Context: an optimization exercise on an open-source flow, tuned for small area. The choices shown serve that exercise and are no tape-out recipe. Function was checked by simulation only, so behaviour that the tests miss may differ from the original.

==> try-quartz: inputs <==
==> flow/design.v <==
package inmux_pkg;
   localparam int DATA_W = 32;  
   typedef enum logic [2:0] {
      IO0     = 3'b000,
      IO1     = 3'b001,
      IO2     = 3'b010,
      IO3     = 3'b011,
      MIP_ALT = 3'b100,  
      MIP     = 3'b101,
      MIE     = 3'b110,
      MSTATUS = 3'b111
   } sysreg_sel_e;
   localparam int BIT_SW     = 3;   
   localparam int BIT_TIMER  = 7;   
   localparam int BIT_EXT    = 11;  
   localparam int BIT_TICK   = 16;  
   localparam int BIT_RETIRE = 17;  
   localparam logic [DATA_W-1:0] MSTATUS_FIXED = 32'h0000_1800;
endpackage
`timescale 1ns/1ps
import inmux_pkg::*;
module irq_csr_bits (
   input  logic                       clk,
   input  logic                       reset,
   input  logic                       sysregack,     
   input  logic                       we,            
   input  logic [1:0]                 adr,           
   input  logic [inmux_pkg::DATA_W-1:0] wdat,        
   input  logic                       irq_ext,       
   input  logic                       irq_timer,     
   input  logic                       tick_pulse,    
   input  logic                       retire_pulse,  
   output logic                       mie,           
   output logic                       mpie,          
   output logic                       msie,
   output logic                       mtie,
   output logic                       meie,
   output logic                       mtimeincie,
   output logic                       mrinstretie,
   output logic                       msip,
   output logic                       mtip,
   output logic                       meip,
   output logic                       mtimeincip,
   output logic                       mrinstretip,
   output logic                       irq_pending    
);
   logic [2:0]  wsel;     
   logic        wr_en;    
   logic        mip_wr;   
   logic        any_pend;
   assign wsel   = {1'b1, adr};
   assign wr_en  = sysregack & we;
   assign mip_wr = wr_en & ((wsel == MIP) | (wsel == MIP_ALT));
   assign any_pend = (msip        & msie)
                   | (mtip        & mtie)
                   | (meip        & meie)
                   | (mtimeincip  & mtimeincie)
                   | (mrinstretip & mrinstretie);
   always_ff @(posedge clk) begin
      if (reset) begin
         mie         <= 1'b0;
         mpie        <= 1'b0;
         msie        <= 1'b0;
         mtie        <= 1'b0;
         meie        <= 1'b0;
         mtimeincie  <= 1'b0;
         mrinstretie <= 1'b0;
         msip        <= 1'b0;
         mtip        <= 1'b0;
         meip        <= 1'b0;
         mtimeincip  <= 1'b0;
         mrinstretip <= 1'b0;
         irq_pending <= 1'b0;
      end else begin
         mtip <= irq_timer;  
         meip <= irq_ext;
         if (wr_en) begin
            case (wsel)
               MIP_ALT, MIP: msip <= wdat[BIT_SW];
               MIE: begin
                  msie        <= wdat[BIT_SW];
                  mtie        <= wdat[BIT_TIMER];
                  meie        <= wdat[BIT_EXT];
                  mtimeincie  <= wdat[BIT_TICK];
                  mrinstretie <= wdat[BIT_RETIRE];
               end
               MSTATUS: begin
                  mie  <= wdat[BIT_SW];
                  mpie <= wdat[BIT_TIMER];
               end
               default: ;  
            endcase
         end
         if (tick_pulse)
            mtimeincip <= 1'b1;  
         else if (mip_wr && !wdat[BIT_TICK])
            mtimeincip <= 1'b0;
         if (retire_pulse)
            mrinstretip <= 1'b1;
         else if (mip_wr && !wdat[BIT_RETIRE])
            mrinstretip <= 1'b0;
         irq_pending <= mie & any_pend;  
      end
   end
endmodule
`timescale 1ns/1ps
module data_sram #(
   parameter int SRAM_ADR_W = 6  
) (
   input  logic                         clk,
   input  logic                         reset,
   input  logic                         sram_stb,  
   input  logic                         we,        
   input  logic [SRAM_ADR_W-1:0]        adr,       
   input  logic [inmux_pkg::DATA_W-1:0] wdat,      
   output logic [inmux_pkg::DATA_W-1:0] dsram,     
   output logic                         sram_ack   
);
   localparam int DEPTH = 2 ** SRAM_ADR_W;
   localparam int W     = inmux_pkg::DATA_W;
   logic [DEPTH-1:0] row;     
   logic [DEPTH-1:0] wr;      
   logic [DEPTH-1:0] keep;    
   logic [DEPTH-1:0] rsel;    
   logic             rhold;   
   always_comb begin
      for (int r = 0; r < DEPTH; r++)
         row[r] = (adr == SRAM_ADR_W'(r));
   end
   assign wr    = row & {DEPTH{sram_stb & we}};
   assign keep  = ~wr;
   assign rsel  = row & {DEPTH{sram_stb & ~reset}};
   assign rhold = ~sram_stb & ~reset;
   logic [DEPTH-1:0][W-1:0] mem;
   for (genvar r = 0; r < DEPTH; r++) begin : g_word
      always_ff @(posedge clk)
         mem[r] <= (mem[r] & {W{keep[r]}}) | (wdat & {W{wr[r]}});
   end
   logic [W-1:0] rd;
   always_comb begin
      rd = dsram & {W{rhold}};
      for (int r = 0; r < DEPTH; r++)
         rd = rd | (mem[r] & {W{rsel[r]}});
   end
   always_ff @(posedge clk)
      dsram <= rd;  
   always_ff @(posedge clk) begin
      if (reset)
         sram_ack <= 1'b0;
      else
         sram_ack <= sram_stb;
   end
endmodule
`timescale 1ns/1ps
import inmux_pkg::*;
module input_mux #(
   parameter int IWIDTH = 8  
) (
   input  logic                         clk,
   input  logic                         reset,
   input  logic [inmux_pkg::DATA_W-1:0] dat_o,     
   input  logic [IWIDTH-1:0]            dat_i,     
   input  logic [inmux_pkg::DATA_W-1:0] dsram,     
   input  logic [inmux_pkg::DATA_W-1:0] adr,       
   input  logic                         sra_msb,   
   input  logic                         sa00,      
   input  logic                         stb,       
   input  logic                         sram_ack,  
   input  logic                         io_ack,    
   input  logic                         mie,
   input  logic                         mpie,
   input  logic                         msie,
   input  logic                         mtie,
   input  logic                         meie,
   input  logic                         mtimeincie,
   input  logic                         mrinstretie,
   input  logic                         msip,
   input  logic                         mtip,
   input  logic                         meip,
   input  logic                         mtimeincip,
   input  logic                         mrinstretip,
   output logic                         sysregack,  
   output logic [inmux_pkg::DATA_W-1:0] di,         
   output logic [inmux_pkg::DATA_W-1:0] rdee        
);
   logic [DATA_W-1:0] ext_in;       
   logic [DATA_W-1:0] mip_word;
   logic [DATA_W-1:0] mie_word;
   logic [DATA_W-1:0] mstatus_word;
   logic [DATA_W-1:0] theio;        
   logic [DATA_W-1:0] sh_adr;       
   logic              sys_hit;      
   logic              sa00mod;      
   logic [2:0]        sel;
   always_comb begin
      ext_in              = '0;
      ext_in[IWIDTH-1:0]  = dat_i;
      mip_word             = '0;
      mip_word[BIT_SW]     = msip;
      mip_word[BIT_TIMER]  = mtip;
      mip_word[BIT_EXT]    = meip;
      mip_word[BIT_TICK]   = mtimeincip;
      mip_word[BIT_RETIRE] = mrinstretip;
      mie_word             = '0;
      mie_word[BIT_SW]     = msie;
      mie_word[BIT_TIMER]  = mtie;
      mie_word[BIT_EXT]    = meie;
      mie_word[BIT_TICK]   = mtimeincie;
      mie_word[BIT_RETIRE] = mrinstretie;
      mstatus_word            = MSTATUS_FIXED;  
      mstatus_word[BIT_SW]    = mie;
      mstatus_word[BIT_TIMER] = mpie;
   end
   assign sel = adr[29:27];
   always_comb begin
      case (sel)
         IO0, IO1, IO2, IO3: begin
            theio   = ext_in;
            sys_hit = 1'b0;
         end
         MIP_ALT, MIP: begin
            theio   = mip_word;  
            sys_hit = 1'b1;
         end
         MIE: begin
            theio   = mie_word;
            sys_hit = 1'b1;
         end
         default: begin
            theio   = mstatus_word;  
            sys_hit = 1'b1;
         end
      endcase
   end
   assign sysregack = stb & sys_hit;  
   always_ff @(posedge clk) begin
      if (reset) begin
         rdee    <= '0;
         sa00mod <= 1'b0;
      end else begin
         rdee    <= stb ? theio : dsram;  
         sa00mod <= io_ack | sysregack | sram_ack | sa00;
      end
   end
   assign sh_adr = {sra_msb, adr[DATA_W-1:1]};
   assign di     = sa00mod ? ((dat_o & rdee) | (~dat_o & sh_adr)) : dat_o;
endmodule
`timescale 1ns/1ps
module inmux_top #(
   parameter int IWIDTH     = 8,  
   parameter int SRAM_ADR_W = 6   
) (
   input  logic                         clk,
   input  logic                         reset,
   input  logic [inmux_pkg::DATA_W-1:0] dat_o,         
   input  logic [IWIDTH-1:0]            dat_i,         
   input  logic [inmux_pkg::DATA_W-1:0] adr,           
   input  logic                         sra_msb,
   input  logic                         sa00,
   input  logic                         stb,           
   input  logic                         sram_stb,      
   input  logic                         we,
   input  logic [inmux_pkg::DATA_W-1:0] wdat,
   input  logic                         io_ack,
   input  logic                         irq_ext,
   input  logic                         irq_timer,
   input  logic                         tick_pulse,
   input  logic                         retire_pulse,
   output logic [inmux_pkg::DATA_W-1:0] di,
   output logic [inmux_pkg::DATA_W-1:0] rdee,
   output logic                         sysregack,
   output logic                         sram_ack,
   output logic                         irq_pending
);
   logic [inmux_pkg::DATA_W-1:0] dsram;
   logic mie, mpie;
   logic msie, mtie, meie, mtimeincie, mrinstretie;
   logic msip, mtip, meip, mtimeincip, mrinstretip;
   data_sram #(
      .SRAM_ADR_W (SRAM_ADR_W)
   ) u_data_sram (
      .clk      (clk),
      .reset    (reset),
      .sram_stb (sram_stb),
      .we       (we),
      .adr      (adr[SRAM_ADR_W+1:2]),
      .wdat     (wdat),
      .dsram    (dsram),
      .sram_ack (sram_ack)
   );
   irq_csr_bits u_irq_csr_bits (
      .clk          (clk),
      .reset        (reset),
      .sysregack    (sysregack),    
      .we           (we),
      .adr          (adr[28:27]),
      .wdat         (wdat),
      .irq_ext      (irq_ext),
      .irq_timer    (irq_timer),
      .tick_pulse   (tick_pulse),
      .retire_pulse (retire_pulse),
      .mie          (mie),
      .mpie         (mpie),
      .msie         (msie),
      .mtie         (mtie),
      .meie         (meie),
      .mtimeincie   (mtimeincie),
      .mrinstretie  (mrinstretie),
      .msip         (msip),
      .mtip         (mtip),
      .meip         (meip),
      .mtimeincip   (mtimeincip),
      .mrinstretip  (mrinstretip),
      .irq_pending  (irq_pending)
   );
   input_mux #(
      .IWIDTH (IWIDTH)
   ) u_input_mux (
      .clk         (clk),
      .reset       (reset),
      .dat_o       (dat_o),
      .dat_i       (dat_i),
      .dsram       (dsram),
      .adr         (adr),
      .sra_msb     (sra_msb),
      .sa00        (sa00),
      .stb         (stb),
      .sram_ack    (sram_ack),
      .io_ack      (io_ack),
      .mie         (mie),
      .mpie        (mpie),
      .msie        (msie),
      .mtie        (mtie),
      .meie        (meie),
      .mtimeincie  (mtimeincie),
      .mrinstretie (mrinstretie),
      .msip        (msip),
      .mtip        (mtip),
      .meip        (meip),
      .mtimeincip  (mtimeincip),
      .mrinstretip (mrinstretip),
      .sysregack   (sysregack),
      .di          (di),
      .rdee        (rdee)
   );
endmodule
==> flow/flow/run.sh <==
#!/bin/bash
# Layout flow: the standard ORFS flow with two changes
#  - port buffers use the smallest buffer cell (repair_design upsizes any that need it)
#  - clock tree: clkbuf_8 buffers, at most 16 sinks per cluster, no dummy loads
set -euo pipefail
WORK=$(pwd)
export BUFFER_PORTS_ARGS="-buffer_cell sky130_fd_sc_hd__buf_1"
export CTS_ARGS="-sink_clustering_enable -repair_clock_nets -dont_use_dummy_load -buf_list sky130_fd_sc_hd__clkbuf_8 -sink_clustering_size 16 -sink_clustering_max_diameter 50"
bash standard.sh finish > "$WORK/standard_flow.log" 2>&1
==> flow/standard.sh <==
#!/bin/bash
# synth_recipe.tcl (not shown) runs the flow's synth.tcl, then flattens the netlist and writes it again
# the make line also repeats each setting of config.mk as NAME=value (left out here)
make -C /OpenROAD-flow-scripts/flow DESIGN_CONFIG=/design/flow/config.mk WORK_HOME=/design/flow/orfs CLKGATE_MAP_FILE= SYNTH_SCRIPT=/design/flow/synth_recipe.tcl "${@:-finish}"
==> flow/config.mk <==
export PLATFORM = sky130hd
export DESIGN_NAME = inmux_top
export DESIGN_NICKNAME = inmux_top
export VERILOG_FILES = /design/flow/design.v
export SDC_FILE = /design/flow/constraint.sdc
export NUM_CORES = 4
export LEC_CHECK = 0
export CAP_MARGIN = 20
export CORE_MARGIN = 2
export CORE_UTILIZATION = 70
export SLEW_MARGIN = 20
==> flow/constraint.sdc <==
create_clock -name core_clock -period 5.0 [get_ports {clk}]
set_input_delay 1.0000 -clock core_clock [delete_from_list [all_inputs] [get_ports {clk}]]
set_output_delay 1.0000 -clock core_clock [all_outputs]
set_load 0.01 [all_outputs]
==> try-fjord: changes against try-quartz <==
==> flow/flow/run.sh (replaced) <==
#!/bin/bash
# Layout flow: the standard ORFS flow (standard.sh, unchanged synthesis)
# with these changes to the steps after synthesis:
#  - port buffers use the smallest buffer cell (repair_design upsizes any that need it)
#  - clock tree: clkbuf_8 buffers, at most 18 sinks per cluster, no dummy loads
#  - flow/dont_use.tcl keeps large buffers and large gates out of placement,
#    resizing, CTS and global-route repair
set -euo pipefail
WORK=$(pwd)
export BUFFER_PORTS_ARGS="-buffer_cell sky130_fd_sc_hd__buf_1"
export CTS_ARGS="-sink_clustering_enable -repair_clock_nets -dont_use_dummy_load -buf_list sky130_fd_sc_hd__clkbuf_8 -sink_clustering_size 18 -sink_clustering_max_diameter 60"
for step in GLOBAL_PLACE RESIZE CTS GLOBAL_ROUTE; do
   export PRE_${step}_TCL="$WORK/flow/dont_use.tcl"
done
bash standard.sh finish > "$WORK/standard_flow.log" 2>&1
==> flow/flow/dont_use.tcl (new file) <==
# Extra don't-use list for the steps after synthesis: no large buffers, no
# delay cells, and no logic gates above drive strength 1. Repair then fixes
# slew and load with chains of small buffers and keeps gates small.
set_dont_use {sky130_fd_sc_hd__buf_12 sky130_fd_sc_hd__buf_16 sky130_fd_sc_hd__bufinv_16 sky130_fd_sc_hd__bufinv_8 sky130_fd_sc_hd__buf_8 sky130_fd_sc_hd__clkdlybuf4s* sky130_fd_sc_hd__buf_6}
foreach c [get_lib_cells sky130_fd_sc_hd__*] {
  set n [get_name $c]
  if {[regexp {clkbuf|clkinv|__buf_|__inv_} $n]} continue
  if {[regexp {_(2|4|8|12|16)$} $n]} { set_dont_use $c }
}
CORE_UTILIZATION = 75   (was 70)
==> try-garnet: changes against try-quartz <==
--- a/flow/design.v
+++ b/flow/design.v
@@ -119,29 +119,13 @@
    localparam int DEPTH = 2 ** SRAM_ADR_W;
-   localparam int W     = inmux_pkg::DATA_W;
-   logic [DEPTH-1:0] row;     
-   logic [DEPTH-1:0] wr;      
-   logic [DEPTH-1:0] keep;    
-   logic [DEPTH-1:0] rsel;    
-   logic             rhold;   
-   always_comb begin
-      for (int r = 0; r < DEPTH; r++)
-         row[r] = (adr == SRAM_ADR_W'(r));
-   end
-   assign wr    = row & {DEPTH{sram_stb & we}};
-   assign keep  = ~wr;
-   assign rsel  = row & {DEPTH{sram_stb & ~reset}};
-   assign rhold = ~sram_stb & ~reset;
-   logic [DEPTH-1:0][W-1:0] mem;
-   for (genvar r = 0; r < DEPTH; r++) begin : g_word
-      always_ff @(posedge clk)
-         mem[r] <= (mem[r] & {W{keep[r]}}) | (wdat & {W{wr[r]}});
+   logic [inmux_pkg::DATA_W-1:0] mem [DEPTH];  
+   always_ff @(posedge clk) begin
+      if (sram_stb && we)
+         mem[adr] <= wdat;
    end
-   logic [W-1:0] rd;
-   always_comb begin
-      rd = dsram & {W{rhold}};
-      for (int r = 0; r < DEPTH; r++)
-         rd = rd | (mem[r] & {W{rsel[r]}});
+   always_ff @(posedge clk) begin
+      if (reset)
+         dsram <= '0;  
+      else if (sram_stb)
+         dsram <= mem[adr];  
    end
-   always_ff @(posedge clk)
-      dsram <= rd;  
    always_ff @(posedge clk) begin
==> flow/run.sh (new file) <==
#!/bin/bash
# synth_recipe.tcl (not shown) runs the flow's synth.tcl, then flattens the netlist and writes it again
# the make line also repeats each setting of config.mk as NAME=value (left out here)
make -C /OpenROAD-flow-scripts/flow DESIGN_CONFIG=/design/flow/config.mk WORK_HOME=/design/flow/orfs CLKGATE_MAP_FILE= SYNTH_SCRIPT=/design/flow/synth_recipe.tcl finish
CORE_UTILIZATION = 40   (was 70)
removed: flow/flow/run.sh
removed: flow/standard.sh
==> try-ember: changes against try-quartz <==
==> flow/flow/run.sh (replaced) <==
#!/bin/bash
# Layout flow: the standard ORFS flow (standard.sh, unchanged synthesis)
# with these changes to the steps after synthesis:
#  - flow/restructure.tcl re-maps the combinational logic for area once the
#    synthesized netlist is read (registers untouched)
#  - port buffers use the smallest buffer cell (repair_design upsizes any that need it)
#  - clock tree: clkbuf_8 buffers, at most 16 sinks per cluster, no dummy loads
#  - flow/dont_use.tcl keeps large buffers and large gates out of placement,
#    resizing, CTS and global-route repair
set -euo pipefail
WORK=$(pwd)
export POST_SYNTH_TCL="$WORK/flow/restructure.tcl"
export BUFFER_PORTS_ARGS="-buffer_cell sky130_fd_sc_hd__buf_1"
export CTS_ARGS="-sink_clustering_enable -repair_clock_nets -dont_use_dummy_load -buf_list sky130_fd_sc_hd__clkbuf_8 -sink_clustering_size 16 -sink_clustering_max_diameter 50"
for step in GLOBAL_PLACE RESIZE CTS GLOBAL_ROUTE; do
   export PRE_${step}_TCL="$WORK/flow/dont_use.tcl"
done
bash standard.sh finish > "$WORK/standard_flow.log" 2>&1
==> flow/flow/dont_use.tcl (new file) <==
# Extra don't-use list for the steps after synthesis: no large buffers, no
# delay cells, and no logic gates above drive strength 1. Repair then fixes
# slew and load with chains of small buffers and keeps gates small.
set_dont_use {sky130_fd_sc_hd__buf_12 sky130_fd_sc_hd__buf_16 sky130_fd_sc_hd__bufinv_16 sky130_fd_sc_hd__bufinv_8 sky130_fd_sc_hd__buf_8 sky130_fd_sc_hd__clkdlybuf4s* sky130_fd_sc_hd__buf_6}
foreach c [get_lib_cells sky130_fd_sc_hd__*] {
  set n [get_name $c]
  if {[regexp {clkbuf|clkinv|__buf_|__inv_} $n]} continue
  if {[regexp {_(2|4|8|12|16)$} $n]} { set_dont_use $c }
}
==> flow/flow/restructure.tcl (new file) <==
# Runs after the standard synthesis netlist is read, before floorplan:
# re-map the combinational logic for area with OpenROAD's restructure (ABC).
# Registers are not touched.
set_dont_use $::env(DONT_USE_CELLS)
file mkdir $::env(OBJECTS_DIR)/rmp
report_design_area
restructure -target area -liberty_file [lindex $::env(LIB_FILES) 0] \
  -tielo_port sky130_fd_sc_hd__conb_1/LO -tiehi_port sky130_fd_sc_hd__conb_1/HI \
  -work_dir $::env(OBJECTS_DIR)/rmp -abc_logfile $::env(OBJECTS_DIR)/rmp/abc.log
report_design_area
CORE_UTILIZATION = 75   (was 70)
==> impl_metrics.yaml <==
logic_synthesis:
  synth_cell_types: 57
layout:
  finalInstanceArea_um2: 85100
placement:
  finalWeightedCongestion: 0.954
global_routing:
  grt_max_degree: 67
run_status:
  outcome: "complete, no violations"
The numbers above come from try-quartz.

==> impl_metrics.yaml <==
logic_synthesis:
  synth_cell_types: 57
  postSynthCellCount: 4318
timing:
  setup_violations: 0
run_status:
  outcome: "complete, no violations"
global_routing:
  grt_max_degree: 67
placement:
  finalWeightedCongestion: 0.984
layout:
  finalInstanceArea_um2: 83200
The numbers above come from try-fjord.

==> impl_metrics.yaml <==
layout:
  finalInstanceArea_um2: 95500
  final_common_cell: "edfxtp_1"
clock_network:
  cts_buffers: 211
placement:
  finalWeightedCongestion: 0.903
logic_synthesis:
  muxShareOfSynthArea_pct: 10.2
  synth_cell_types: 61
run_status:
  outcome: "complete, no violations"
global_routing:
  grt_pass1_wl_mm: 353
The numbers above come from try-garnet.

==> impl_metrics.yaml <==
run_status:
  outcome: "complete, no violations"
layout:
  finalInstanceArea_um2: 82000
  final_cell_mix: "edfxtp_1, a22oi_1, buf_1"
clock_network:
  cts_tree: "yes"
global_routing:
  grt_max_degree: 65
timing:
  slew_viol_final: 0
The numbers above come from try-ember.

[separate check: timing with driven ports]
The results above use ideal ports. As a check the final layouts listed here were re-extracted and re-timed, cells and wires unchanged. Step 1, drivers: a clkbuf_16 drives clk and a buf_2 each remaining input, both assumed. Step 2 times the ports against the registers' clock, not the clock port: input delays grow and output delays shrink by t, the midpoint of the rising clock arrivals with the driver on. a / b / c = no drivers / after step 1 / after step 2; a / b = the first two.
| run | t, ns | setup slack, ns | worst setup path after step 2 | latest minus earliest clock arrival (ns) | pins driven straight from the clock port |
|---|---|---|---|---|---|
| try-quartz | 0.978 | 1.049 / 1.099 / 0.121 | input to register | 0.064 / 0.064 | 1 |
| try-fjord | 0.977 | 0.412 / 0.454 / -0.523 | input to register | 0.064 / 0.064 | 1 |
| try-garnet | 0.942 | 0.812 / 0.789 / 0.560 | input to register | 0.048 / 0.048 | 1 |
| try-ember | 0.974 | 0.642 / 0.538 / -0.436 | input to register | 0.067 / 0.067 | 1 |
Met with ideal ports but missed after step 2: setup timing in try-fjord and try-ember. For try-ember, which loses most, drivers alone change the setup slack by -0.104 ns; drivers and shift together by -1.078 ns.
